This design comes from an exercise in tuning for small area on the open sky130 flow, not from production work.
The RTL was checked by simulation tests, not by an equivalence proof against the original design.
Power and IR drop assume default switching activity.

`flow/standard.sh`:
```
#!/bin/bash
# synth_recipe.tcl (not shown) runs the flow's synth.tcl, then flattens the netlist and writes it again
# the make line also repeats each setting of config.mk as NAME=value (left out here)
make -C /OpenROAD-flow-scripts/flow DESIGN_CONFIG=/design/flow/config.mk WORK_HOME=/design/flow/orfs CLKGATE_MAP_FILE= SYNTH_SCRIPT=/design/flow/synth_recipe.tcl "${@:-finish}"
```
`flow/design.v`:
```
module lidar_roi_depth_estimator (
  input  logic               clk,
  input  logic               rst_n,
  input  logic               start,
  output logic               busy,
  input  logic               in_op,
  input  logic [11:0]        in_box_center_col,
  input  logic [11:0]        in_box_center_row,
  input  logic [11:0]        in_box_width,
  input  logic [11:0]        in_box_height,
  input  logic signed [19:0] in_point_fwd,
  input  logic signed [19:0] in_point_left,
  input  logic signed [19:0] in_point_up,
  input  logic               in_last_point,
  output logic               out_valid,
  output logic               out_measured,
  output logic signed [20:0] out_depth_mm,
  output logic [16:0]        out_inside_count,
  input  logic               cfg_we,
  input  logic [2:0]         cfg_index,
  input  logic [15:0]        cfg_wdata
);
  localparam logic [15:0] D_FX = 16'd9600;
  localparam logic [15:0] D_FY = 16'd9600;
  localparam logic [15:0] D_PX = 16'd5120;
  localparam logic [15:0] D_PY = 16'd3840;
  localparam logic [15:0] D_OR = 16'hffdb;   
  localparam logic [15:0] D_OD = 16'd32;
  localparam logic [15:0] D_OF = 16'd48;
  logic [15:0] fx, fy, px, py, orr, od, of;
  logic [15:0] w0, w1;
  assign w0 = cfg_wdata & {16{rst_n}};
  assign w1 = cfg_wdata | {16{~rst_n}};
  function automatic logic [15:0] wdef(input logic [15:0] d);
    wdef = (d & w1) | (~d & w0);
  endfunction
  always_ff @(posedge clk) begin
    if (!rst_n || (cfg_we && cfg_index == 3'd0)) fx  <= wdef(D_FX);
    if (!rst_n || (cfg_we && cfg_index == 3'd1)) fy  <= wdef(D_FY);
    if (!rst_n || (cfg_we && cfg_index == 3'd2)) px  <= wdef(D_PX);
    if (!rst_n || (cfg_we && cfg_index == 3'd3)) py  <= wdef(D_PY);
    if (!rst_n || (cfg_we && cfg_index == 3'd4)) orr <= wdef(D_OR);
    if (!rst_n || (cfg_we && cfg_index == 3'd5)) od  <= wdef(D_OD);
    if (!rst_n || (cfg_we && cfg_index == 3'd6)) of  <= wdef(D_OF);
  end
  localparam logic [2:0] P_IDLE = 3'd0, P_PRE = 3'd1, P_EVAL = 3'd2, P_SUM = 3'd3,
                         P_CNT = 3'd4, P_NEG = 3'd5, P_DIV = 3'd6, P_DEP = 3'd7;
  logic [2:0]  ph;
  logic [5:0]  j;
  logic [1:0]  sub;
  logic [1:0]  e;        
  logic        acc;
  logic [11:0] bcol, brow;
  logic [9:0]  bhw, bhh;
  logic        have_box;
  logic [20:0] pf, pl, pu;
  logic        zb;
  logic        plast;
  logic [35:0] ring;
  logic [16:0] cnt;
  logic [19:0] A;
  logic        ok, lnx, lny, lneg, cznz, outv, zf;
  logic        cxc, czc;
  assign busy = (ph != P_IDLE);
  assign acc  = start && (ph == P_IDLE);
  logic        axis, isl, j0;
  logic        f_j, of_j, offa_j, pa_j, cx_j, cz_j, cxci, czci;
  assign axis = (ph == P_PRE) ? j[1] : e[1];
  assign isl  = ~e[0];
  assign j0   = (j == 6'd0);
  always_comb begin
    of_j   = (j >= 6'd15) ? of[15] : of[j[3:0]];
    offa_j = axis ? ((j >= 6'd15) ? od[15] : od[j[3:0]])
                  : ((j >= 6'd15) ? orr[15] : orr[j[3:0]]);
  end
  assign lneg = axis ? lny : lnx;
  assign f_j  = pf[0];
  assign pa_j = axis ? pu[0] : pl[0];
  assign cxci = j0 ? 1'b1 : cxc;
  assign czci = j0 ? 1'b0 : czc;
  assign cx_j = isl ? (offa_j ^ ~pa_j ^ cxci) : pa_j;    
  assign cz_j = f_j ^ of_j ^ czci;                       
  logic        last_bit;   
  logic        gate_a, inv, dlt;
  logic [19:0] braw, bop, ain, sum;
  logic        cin;
  assign last_bit = (j == 6'd20);
  logic s_f, s_p, s_c, s_h, s_n, ev;
  assign ev  = (ph == P_EVAL);
  assign s_f = ev && (sub == 2'd0) && cx_j;
  assign s_p = ev && (sub == 2'd1) && zb;
  assign s_c = (ev && (sub == 2'd2) && zb) || ((ph == P_PRE) && (j == 6'd0 || j == 6'd2));
  assign s_h = (ev && (sub == 2'd3) && zb) || ((ph == P_PRE) && (j == 6'd1 || j == 6'd3));
  assign s_n = ((ph == P_CNT) && !zf) || ((ph == P_DIV) && (sub == 2'd1));
  logic s_a;    
  assign s_a = (ph == P_DIV) && (sub == 2'd0);
  assign dlt = ev && (sub == 2'd2) && isl && !lneg && zb;
  assign gate_a = (ev && j0 && (sub == 2'd0)) || ((ph == P_PRE) && !j[0]) || (ph == P_CNT) || (s_a && j0);
  assign braw = ({20{s_f && !axis}} & {4'd0, fx})
              | ({20{s_f &&  axis}} & {4'd0, fy})
              | ({20{s_p && !axis}} & {4'd0, px})
              | ({20{s_p &&  axis}} & {4'd0, py})
              | ({20{s_c && !axis}} & {4'd0, bcol, 4'd0})
              | ({20{s_c &&  axis}} & {4'd0, brow, 4'd0})
              | ({20{s_h && !axis}} & {6'd0, bhw, 4'd0})
              | ({20{s_h &&  axis}} & {6'd0, bhh, 4'd0})
              | ({20{s_n}} & {3'd0, cnt})
              | ({20{s_a && !j0}} & A)
              | {16'd0, {4{dlt}}};
  always_comb begin
    inv = 1'b0;
    case (ph)
      P_PRE: inv = j[0];
      P_EVAL: case (sub)
          2'd0, 2'd1: inv = last_bit;
          2'd2: inv = ~last_bit;
          default: inv = isl ? last_bit : ~last_bit;
        endcase
      P_DIV: inv = (sub == 2'd1) && !A[19];    
      default: ;
    endcase
  end
  assign ain = gate_a ? {20{(ph == P_EVAL) && isl && lneg}} : A;
  assign bop = braw ^ {20{inv}};
  assign cin = inv ^ dlt ^ (ph == P_CNT && ok) ^ (s_a && ring[35]);
  logic [20:0] cy;
  assign cy[0] = cin;
  for (genvar i = 0; i < 20; i++) begin : g_add
    assign sum[i]  = ain[i] ^ bop[i] ^ cy[i];
    assign cy[i+1] = (ain[i] & bop[i]) | (ain[i] & cy[i]) | (bop[i] & cy[i]);
  end
  logic in_e, czpos;
  assign in_e    = sum[19] ^ isl;
  assign czpos   = !zb && cznz;        
  logic ra, rb, rci, rnew;
  always_comb begin
    ra  = ring[0];
    rb  = 1'b0;
    rci = 1'b0;
    case (ph)
      P_SUM: begin ra = ring[0] & !zf; rb = (j > 6'd20) ? zb : f_j; rci = j0 ? 1'b0 : czc; end
      P_NEG: begin ra = ~ring[0]; rci = j0 ? 1'b1 : czc; end
      P_DEP: begin ra = (ring[0] ^ lnx) & !zf; rb = of_j & !zf; rci = j0 ? (lnx & !zf) : czc; end
      default: ;
    endcase
    rnew = ra ^ rb ^ rci;
  end
  always_ff @(posedge clk) begin
    if (acc && !in_op) begin
      bcol <= in_box_center_col;
      brow <= in_box_center_row;
      bhw  <= in_box_width[11:2];
      bhh  <= in_box_height[11:2];
    end
    if (acc && in_op) begin
      pf    <= {in_point_fwd[19], in_point_fwd};
      pl    <= {in_point_left[19], in_point_left};
      pu    <= {in_point_up[19], in_point_up};
      plast <= in_last_point;
    end else begin
      pf <= {pf[15:0], pf[20:16]};
      pl <= {pl[15:1], (ev && sub == 2'd0 && isl && !axis) ? cx_j : pl[0], pl[20:16]};
      pu <= {pu[15:1], (ev && sub == 2'd0 && isl &&  axis) ? cx_j : pu[0], pu[20:16]};
    end
    if (ph == P_EVAL && sub == 2'd3) A <= {sum[19], sum[19:1]};
    else A <= sum;
    if ((ph == P_SUM && sub == 2'd0) || ph == P_NEG || ph == P_DEP) ring <= {rnew, ring[35:1]};
    else if (ph == P_DIV && sub == 2'd1) ring <= {ring[34:0], !sum[19]};
    if (ph == P_CNT && sub == 2'd1) cnt <= A[16:0];
    if (ph == P_EVAL && sub == 2'd0) begin
      cxc  <= (offa_j & ~pa_j) | (offa_j & cxci) | (~pa_j & cxci);
      czc  <= (f_j & of_j) | (f_j & czci) | (of_j & czci);
      zb   <= cz_j;
      cznz <= (j0 ? 1'b0 : cznz) | cz_j;
    end else if ((ph == P_SUM && sub == 2'd0) || ph == P_NEG || ph == P_DEP) begin
      czc <= (ra & rb) | (ra & rci) | (rb & rci);
      zb  <= rb;
    end
    if (ph == P_PRE && j == 6'd1) lnx <= sum[19];
    if (ph == P_PRE && j == 6'd3) lny <= sum[19];
    if (!rst_n) begin
      ph       <= P_IDLE;
      outv     <= 1'b0;
      have_box <= 1'b0;
      zf       <= 1'b1;
      j        <= '0;
      sub      <= '0;
      e        <= '0;
    end else begin
      outv <= 1'b0;
      if (acc && !in_op) have_box <= 1'b1;
      if ((acc && !in_op) || outv) zf <= 1'b1;
      case (ph)
        P_IDLE: begin
          j   <= '0;
          sub <= '0;
          e   <= '0;
          if (acc && in_op) begin
            ph <= P_PRE;
            ok <= have_box && !cnt[16];
          end
        end
        P_PRE: begin
          j <= j + 6'd1;
          if (j == 6'd20) begin
            j  <= '0;
            ph <= P_EVAL;
          end
        end
        P_EVAL: begin
          sub <= sub + 2'd1;
          if (sub == 2'd3) begin
            j <= j + 6'd1;
            if (last_bit) begin
              j  <= '0;
              ok <= ok && in_e && czpos;
              e  <= e + 2'd1;
              if (e == 2'd3) ph <= (ok && in_e && czpos) ? P_SUM : P_CNT;
            end
          end
        end
        P_SUM: begin
          sub <= sub + 2'd1;
          if (sub == 2'd3) begin
            j <= j + 6'd1;
            if (j == 6'd35) begin
              j  <= '0;
              ph <= P_CNT;
            end
          end
        end
        P_CNT: begin
          sub <= sub + 2'd1;
          if (sub == 2'd1 || !(ok || (plast && zf))) begin
            sub <= '0;
            if (ok) zf <= 1'b0;
            if (!plast) ph <= P_IDLE;
            else if (ok || !zf) begin
              lnx <= ring[35];
              ph   <= ring[35] ? P_NEG : P_DIV;
            end else begin
              ph <= P_DEP;
            end
          end
        end
        P_NEG: begin
          j <= j + 6'd1;
          if (j == 6'd35) begin
            j  <= '0;
            ph <= P_DIV;
          end
        end
        P_DIV: begin
          sub <= sub ^ 2'd1;
          if (sub == 2'd1) begin
            j <= j + 6'd1;
            if (j == 6'd35) begin
              j  <= '0;
              ph <= P_DEP;
            end
          end
        end
        P_DEP: begin
          j <= j + 6'd1;
          if (j == 6'd35) begin
            j    <= '0;
            outv <= 1'b1;
            ph   <= P_IDLE;
          end
        end
        default: ph <= P_IDLE;
      endcase
    end
  end
  assign out_valid        = outv;
  assign out_measured     = !zf;
  assign out_depth_mm     = ring[20:0];
  assign out_inside_count = cnt;
endmodule
```
`flow/flow/run.sh`:
```
#!/bin/bash
# Standard ORFS layout with two changes: port buffers use the smallest buffer cell, and the
# clock tree uses clkbuf_4 with sink clusters and no dummy loads.
set -euo pipefail
bash standard.sh \
  "BUFFER_PORTS_ARGS=-buffer_cell sky130_fd_sc_hd__buf_1" \
  "CTS_ARGS=-sink_clustering_enable -repair_clock_nets -dont_use_dummy_load -buf_list sky130_fd_sc_hd__clkbuf_4 -sink_clustering_size 10 -sink_clustering_max_diameter 50" \
  finish > make_finish.log 2>&1
```
`flow/config.mk`:
```
export PLATFORM = sky130hd
export DESIGN_NAME = lidar_roi_depth_estimator
export DESIGN_NICKNAME = lidar_roi_depth_estimator
export VERILOG_FILES = /design/flow/design.v
export SDC_FILE = /design/flow/constraint.sdc
export NUM_CORES = 4
export LEC_CHECK = 0
export CAP_MARGIN = 20
export CORE_MARGIN = 2
export CORE_UTILIZATION = 40
export SLEW_MARGIN = 20
```
`flow/constraint.sdc`:
```
create_clock -name core_clock -period 11.0 [get_ports {clk}]
set_input_delay 2.2000 -clock core_clock [delete_from_list [all_inputs] [get_ports {clk}]]
set_output_delay 2.2000 -clock core_clock [all_outputs]
set_load 0.01 [all_outputs]
```
==> impl_metrics.py, run 1 <==
metrics = {
    "status": {
        "status": "failed layout checks",
        "so_faults": "negative setup slack",
    },
    "floorplan": {
        "pin_count": 174,
        "rows": 68,
        "dieArea_mm2": 0.0363,
        "fp.dieW_um": 191,
        "die_y_um": 191,
        "core_mm2": 0.0344,
        "start_util": 0.405,
    },
    "synthesis": {
        "synth_top_area_cell": "edfxtp_1",
        "yosysUniqueCellTypes": 68,
        "synthCells": 1124,
        "synth_top_area_share": 0.466,
        "ys_async_sr_fraction": 0,
        "synth_edf_count": 216,
        "ys_ff_latch": 316,
        "synth.cell_area_mm2": 0.0139,
        "synth_flop_cell": "edfxtp_1",
        "syn_area_per_cell_um2": 12.4,
        "ys_top_cells_by_area": "edfxtp_1 47%, dfxtp_1 14%, nand2_1 7.1%",
        "ys_seq_area_frac": 0.610,
        "ys_warn_count": 1,
        "syn_nets": 1288,
    },
    "clocking": {
        "cts_root_buf": "clkbuf_4",
        "cts.sinks": 316,
        "clk_pin_slew_ns": 0.11,
        "insertion_delay_ns": 0.70,
        "htreeDepth": 2,
        "tritoncts": "done",
        "cts_hold_buf": 0,
        "clockBufferDepth": 3,
        "cts-buffers-inserted": 41,
    },
    "worst_setup_path": {
        "critical_path_arrival_ns": 11.73,
        "slowest_delay_ns": 0.53,
        "cp_slowest_cell": "mux4_2",
        "start_kind": "flip-flop",
        "crit_path_end_kind": "flip-flop",
        "critPathRequiredTime_ns": 11.59,
        "cp_common_cell": "fa_2",
        "path_max_fanout": 6,
        "critical-path-top-delay-family": "adder cells",
        "path_buf_inv": 1,
        "worstSetupPathType": "reg2reg",
    },
    "job": {
        "maxCapViolations": 0,
    },
    "grt": {
        "grt_max_degree": 67,
        "grt-ovfl-total": 0,
        "grt_pass1_wl_um": 50700,
        "antenna_found_initial": 2,
        "grt_pass1_vias": 9081,
        "track_usage": 0.181,
    },
    "detailed_routing": {
        "drtPass1Iterations": 5,
        "vias": 9064,
        "ant_nets": 0,
        "drc": 0,
        "routed_wl_um": 32700,
        "wl_per_cell_um": 18.6,
        "avgViaCountPerCell": 5.15,
        "drt_iter0_drc": 680,
    },
    "finish": {
        "layout_common_cells": "263 x nand2_1, 216 x edfxtp_1, 168 x buf_1, 99 x dfxtp_1, 67 x a21oi_1",
        "instances_no_fill": 1760,
        "layout_commonest_cell": "nand2_1",
        "drive_above_1_share": 0.156,
        "final_nets": 1469,
        "area_growth_syn_to_layout_pct": 12.0,
        "fill_cells": 3245,
    },
    "sta": {
        "finalCriticalPeriod_ns": 11.13,
        "max_clock_freq_ghz": 0.0898,
        "setup_ws_ns": -0.135,
        "finalClockSkew_ns": 0.0587,
        "hold_viol": 0,
        "drv_slew": 0,
        "maxSlewHeadroom": 0.286,
        "finalCritPeriodShare": 1.01,
        "rsz0062_at_grt": "true",
        "holdWs_ns": 0.411,
        "setup_tns_ns": -0.320,
        "setup_viol_count_final": 3,
        "tightest_slew_ns": 1.07,
    },
    "place": {
        "hpwl_um": 22400,
        "place.gp.congestion": 0.857,
        "place_ws_ns": -0.261,
        "portBuffers": 169,
        "dp.cells": 1708,
    },
    "pwr": {
        "power_mw": 2.77,
        "powerDensity_mw_per_mm2": 178,
        "vdd_drop_max_mv": 0.0832,
        "cellLeakagePower_nw": 5.65,
    },
    "min_path": {
        "hold_class": "reg2reg",
    },
}
## cells in the mapped netlist (3+ instances only)
cell type,number
and3_1,4
nor2_1,26
o22ai_1,5
nor3_1,5
clkbuf_1,43
o21ai_1,16
mux4_2,14
nand2b_1,24
nand3b_1,4
a21oi_1,69
xnor2_1,19
a211oi_2,3
fa_1,22
buf_4,22
and2_1,23
nand2_1,263
edfxtp_1,216
nor3_2,3
buf_6,3
o221ai_1,3
o21ai_0,15
mux2i_1,55
inv_1,15
a2111oi_2,10
nand3_1,5
nor2b_1,5
nand4_1,3
ha_1,9
buf_2,11
a211oi_1,4
a22oi_1,4
dfxtp_1,100
a222oi_1,14
o31ai_1,4
mux2_2,37
xor2_1,6
## metrics by stage
| stage | util | cell area (µm²) |
|---|---|---|
| 2_1_floorplan | - | 14000 |
| 3_5_place_dp | 0.440 | 15100 |
| 6_report | 0.454 | 15600 |
| 5_1_grt | 0.454 | 15600 |
| 4_1_cts | 0.451 | 15500 |
| 3_3_place_gp | 0.440 | 15100 |
## state kept, by name (all words and copies together), names as in the netlist, 2 cells and up
register,flops
A,20
bcol,12
bhh,10
bhw,10
brow,12
cnt,17
e,2
fx,16
fy,16
j,6
od,16
of,16
orr,16
pf,21
ph,3
pl,21
pu,21
px,16
py,16
ring,36
sub,2
## worst reg2reg max path: cells and delay by family, from the launching register on
| family | cells | cell delay, ns |
|---|---|---|
| adder cells (fa/ha/maj) | 20 | 7.25 |
| multiplexers | 5 | 1.55 |
| AO/OA/AOI/OAI | 5 | 0.81 |
| AND/OR/NAND/NOR | 2 | 0.57 |
| flip-flops | 1 | 0.37 |
| XOR/XNOR | 2 | 0.36 |
| buffers and inverters | 1 | 0.13 |
## final cells by class
type | count | area, µm² | share of cell area
sequential | 316 | 8490 | 0.545
multi-input combinational | 710 | 5090 | 0.326
timing repair buffer | 219 | 1070 | 0.0684
tap | 455 | 569 | 0.0365
clock buffer | 41 | 308 | 0.0197
inverter | 17 | 63.8 | 0.00409
antenna | 2 | 5.00 | 0.000321
## report_power, final
part / switching, mW / internal [mW] / leakage (nW)
Clock: 0.364 / 0.172 / 0.189
Combinational: 0.384 / 0.294 / 2.58
Sequential: 0.0789 / 1.48 / 2.88
## per-layer routing
| metal | vias up | global-route usage | share of wire |
|---|---|---|---|
| li1 | 4356 | - | - |
| met1 | 4368 | 0.259 | 0.46 |
| met2 | 289 | 0.275 | 0.45 |
| met3 | 51 | 0.0399 | 0.066 |
| met4 | 0 | 0.0549 | 0.023 |
| met5 | - | 0 | 0 |
## cells by family (layout without fill, tap and decap cells)
group                      count (synthesis)  after routing  synth area share
xor gates and xnor gates                  25             25            0.0157
buffers and inverters                     98            277            0.0350
other                                      0              2                 0
DFF                                      316            316             0.610
adders and majority gates                 31             31            0.0397
muxes                                    107            107            0.0931
AOI/OAI and AO/OA                        166            166            0.0825
and+or+nand+nor                          381            381             0.124
## final timing paths
| path | start | slack, ns | endpoint | cells after the start |
|---|---|---|---|---|
| max | j[0] | -0.13 | ph[1] | 35 |
| max reg2reg | j[0] | -0.13 | ph[1] | 35 |
| min reg2reg | pu[14] | 0.41 | pu[19] | 2 |
| min | pu[14] | 0.41 | pu[19] | 2 |
## timing repair
action / in CTS / in global routing
pin swaps: 2 / 2
setup endpoints to repair: 8 / 9
resized for setup: 4 / 3
setup buffers: 5 / 2
==> run 2: changes to the inputs <==
--- a/flow/design.v
+++ b/flow/design.v
@@ -166,3 +166,3 @@
     else A <= sum;
-    if ((ph == P_SUM && sub == 2'd0) || ph == P_NEG || ph == P_DEP) ring <= {rnew, ring[35:1]};
+    if ((ph == P_SUM && sub == 2'd0 && ok) || ph == P_NEG || ph == P_DEP) ring <= {rnew, ring[35:1]};
     else if (ph == P_DIV && sub == 2'd1) ring <= {ring[34:0], !sum[19]};
@@ -217,3 +217,3 @@
               e  <= e + 2'd1;
-              if (e == 2'd3) ph <= (ok && in_e && czpos) ? P_SUM : P_CNT;
+              if (e == 2'd3) ph <= P_SUM;    
             end
@@ -229,2 +229,6 @@
             end
+          end
+          if (!ok) begin
+            sub <= '0;
+            ph  <= P_CNT;
           end
==> run 2 against run 1 <==
  * Hold slack got worse by 0.0046 ns
  * Register-to-register slack gained 0.02 ns
  * Global-route usage fell by 0.66 points
  * Combinational power up 7.2%
  * Critical path depth is the same
  * Non-clock buffer count up 7
  * Flip-flop and latch count unchanged
  * Cell count is 0.80% lower
  * Critical endpoint is now ok
  * Largest power group unchanged
  * Clock power up 0.9%
  * Still fails the layout checks on negative setup slack
  * Maximum frequency increased by 0.16%
  * Wire length down 4.5%
==> impl_metrics.py, run 2 <==
metrics = {
    "status": {
        "status": "failed layout checks",
        "so_faults": "negative setup slack",
    },
    "finish": {
        "fill_cells": 3208,
        "area_growth_syn_to_layout_pct": 12.7,
        "drive_above_1_share": 0.165,
        "final_nets": 1454,
        "regMostFlops": "ring",
        "layout_commonest_cell": "nand2_1",
        "largest_reg_flops": 36,
        "layout_common_cells": "227 x nand2_1, 216 x edfxtp_1, 169 x buf_1, 99 x dfxtp_1, 50 x buf_4",
    },
    "grt": {
        "antenna_found_initial": 2,
        "grt_max_degree": 65,
        "grt-ovfl-total": 0,
        "grt_pass1_wl_um": 48600,
        "track_usage": 0.174,
        "grt_pass1_vias": 8854,
    },
    "sta": {
        "max_clock_freq_ghz": 0.0899,
        "tightest_slew_ns": 1.01,
        "finalClockSkew_ns": 0.133,
        "finalCriticalPeriod_ns": 11.12,
        "finalCritPeriodShare": 1.01,
        "rsz0062_at_grt": "true",
        "setup_ws_ns": -0.117,
        "setup_viol_count_final": 3,
        "drv_slew": 0,
        "maxSlewHeadroom": 0.328,
        "hold_viol": 0,
    },
    "synthesis": {
        "synth_flop_cell": "edfxtp_1",
        "ys_seq_area_frac": 0.613,
        "syn_area_per_cell_um2": 12.6,
        "syn_nets": 1262,
        "synth_top_area_share": 0.469,
        "ys_top_cells_by_area": "edfxtp_1 47%, dfxtp_1 14%, nand2_1 6.2%",
        "ys_async_sr_fraction": 0,
        "synth_edf_count": 216,
        "yosysMostFrequentCell": "nand2_1",
        "yosysUniqueCellTypes": 70,
        "synth_top_area_cell": "edfxtp_1",
        "synthTopCellsByCount": "228 x nand2_1, 216 x edfxtp_1, 100 x dfxtp_1, 49 x mux2i_1, 42 x a21oi_1",
        "ys_ff_latch": 316,
        "synthCells": 1098,
        "ys_warn_count": 1,
        "synth.cell_area_mm2": 0.0138,
    },
    "job": {
        "maxCapViolations": 0,
    },
    "worst_setup_path": {
        "start_kind": "flip-flop",
        "worstSetupPathType": "reg2reg",
        "crit_path_end_kind": "flip-flop",
        "cp_slowest_cell": "fa_1",
        "critPathRequiredTime_ns": 11.48,
        "path_max_fanout": 7,
        "cp_common_cell": "fa_2",
        "slowest_delay_ns": 0.52,
        "rr_worst_depth": 35,
        "critical_path_arrival_ns": 11.59,
    },
    "min_path": {
        "hold_class": "reg2reg",
        "holdPathStages": 2,
    },
    "floorplan": {
        "die_y_um": 190,
        "dieArea_mm2": 0.0361,
        "core_mm2": 0.0343,
        "rows": 68,
        "fp.dieW_um": 190,
        "pin_count": 174,
        "start_util": 0.404,
    },
    "clocking": {
        "clk_pin_slew_ns": 0.10,
        "insertion_delay_ns": 0.77,
        "tritoncts": "done",
        "clockBufferDepth": 3,
        "cts_root_buf": "clkbuf_4",
        "htreeDepth": 2,
        "cts-buffers-inserted": 41,
        "cts.sinks": 316,
        "cts_hold_buf": 0,
    },
    "detailed_routing": {
        "avgViaCountPerCell": 5.16,
        "routed_wl_um": 31200,
        "drt_iter0_drc": 648,
        "drtPass1Iterations": 5,
        "vias": 9008,
        "ant_nets": 0,
        "wl_per_cell_um": 17.9,
        "drc": 0,
    },
    "pwr": {
        "vdd_drop_max_mv": 0.0973,
        "powerDensity_mw_per_mm2": 183,
        "cellLeakagePower_nw": 5.46,
        "power_mw": 2.85,
    },
    "place": {
        "place_ws_ns": -0.295,
        "place.gp.congestion": 0.825,
        "portBuffers": 169,
        "hpwl_um": 21300,
    },
}
run 2: changes by cell type after synthesis, sizes merged, moves of 4 or more:
| cell | previous run | this run |
|---|---|---|
| nand2 | 263 | 228 |
| a22oi | 4 | 30 |
| xnor2 | 19 | 15 |
| o2111ai | 0 | 4 |
| buf | 38 | 44 |
| clkbuf | 43 | 33 |
| a211oi | 8 | 17 |
| nor2 | 27 | 34 |
| a2111oi | 10 | 0 |
| mux2i | 56 | 49 |
| xor2 | 6 | 10 |
| a21oi | 70 | 42 |
run 2: where the power goes:
group / total [mW] / internal, mW / switching, mW
clock: 0.541 / 0.172 / 0.370
sequential: 1.58 / 1.49 / 0.0850
combinational: 0.728 / 0.323 / 0.405
run 2: metrics by stage:
stage	hold slack (ns)	TNS [ns]	util	instance area [µm²]	cells
floorplan	0.399	-0.0504	-	13900	1098
global placement	0.401	-0.705	0.442	15100	1693
detailed placement	0.404	-0.898	0.442	15100	1693
CTS	0.411	0	0.452	15500	1737
global route	0.436	-1.37	0.455	15600	1746
finish	0.406	-0.137	0.455	15600	1746
run 2: cells by family after synthesis:
kind of cell	Yosys count	share of synthesized area
AOI/OAI and AO/OA	171	0.0870
xor gates and xnor gates	25	0.0158
adders and majority gates	31	0.0400
buffers and inverters	93	0.0359
DFF	316	0.613
muxes	99	0.0875
and+or+nand+nor	363	0.120
run 2: final timing paths:
kind | startpoint | to | slack, ns
worst max register to register | j[0] | ok | -0.12
worst max-delay path | j[0] | ok | -0.12
worst min register to register | pf[18] | pf[2] | 0.41
worst min-delay path | pf[18] | pf[2] | 0.41
run 2: layout make-up:
| cell class | count | area [µm²] | area share |
|---|---|---|---|
| Multi-Input combinational cell | 689 | 5040 | 0.323 |
| Antenna cell | 3 | 7.51 | 0.000481 |
| Inverter | 16 | 60.1 | 0.00385 |
| Clock buffer | 41 | 308 | 0.0197 |
| Tap cell | 455 | 569 | 0.0365 |
| Timing Repair Buffer | 226 | 1120 | 0.0716 |
| Sequential cell | 316 | 8490 | 0.545 |
run 2: timing repair:
item	4_1_cts	5_1_grt
endpoints found under the setup margin	5	6
endpoints found under the hold margin	0	0
buffers inserted	3	5
resized for setup	3	11
pin swaps	1	5
run 2: critical path: cells and delay by family, from the launching register on:
kind / cells / cell delay, ns
adder cells (fa/ha/maj): 20 / 7.21
AO/OA/AOI/OAI: 7 / 1.44
multiplexers: 3 / 1.23
flip-flops: 1 / 0.42
XOR/XNOR: 2 / 0.28
AND/OR/NAND/NOR: 2 / 0.22
buffers and inverters: 1 / 0.13
run 2: layer usage:
| layer | vias up | global-route usage | wire length (µm) |
|---|---|---|---|
| met5 | - | 0 | 0 |
| met4 | 0 | 0.0713 | 1120 |
| met1 | 4324 | 0.233 | 13700 |
| li1 | 4335 | - | - |
| met2 | 288 | 0.275 | 14300 |
| met3 | 61 | 0.0398 | 2010 |

[port drivers added, routing unchanged]
In the flow no input, the clock included, has a driving cell. The finished layouts below were timed again as built, in two steps. Step 1 sets driving cells, clkbuf_16 on the clock port and buf_2 on the other inputs (assumed; they add their load-dependent delay and slew). Step 2 also shifts input and output timing later by t, the mid clock arrival at the registers, as if the neighbouring blocks saw the same clock. Slacks: no drivers / after step 1 / after step 2; pairs: no drivers / after step 1.
run | t (ns) | setup WS [ns] | worst hold slack (ns) | latest minus earliest clock arrival (ns)
run 1 | 0.706 | -0.135 / -0.135 / -0.135 | 0.411 / 0.411 / 0.411 | 0.069 / 0.069
run 2 | 0.746 | -0.117 / -0.117 / -0.117 | 0.406 / 0.406 / 0.406 | 0.133 / 0.133
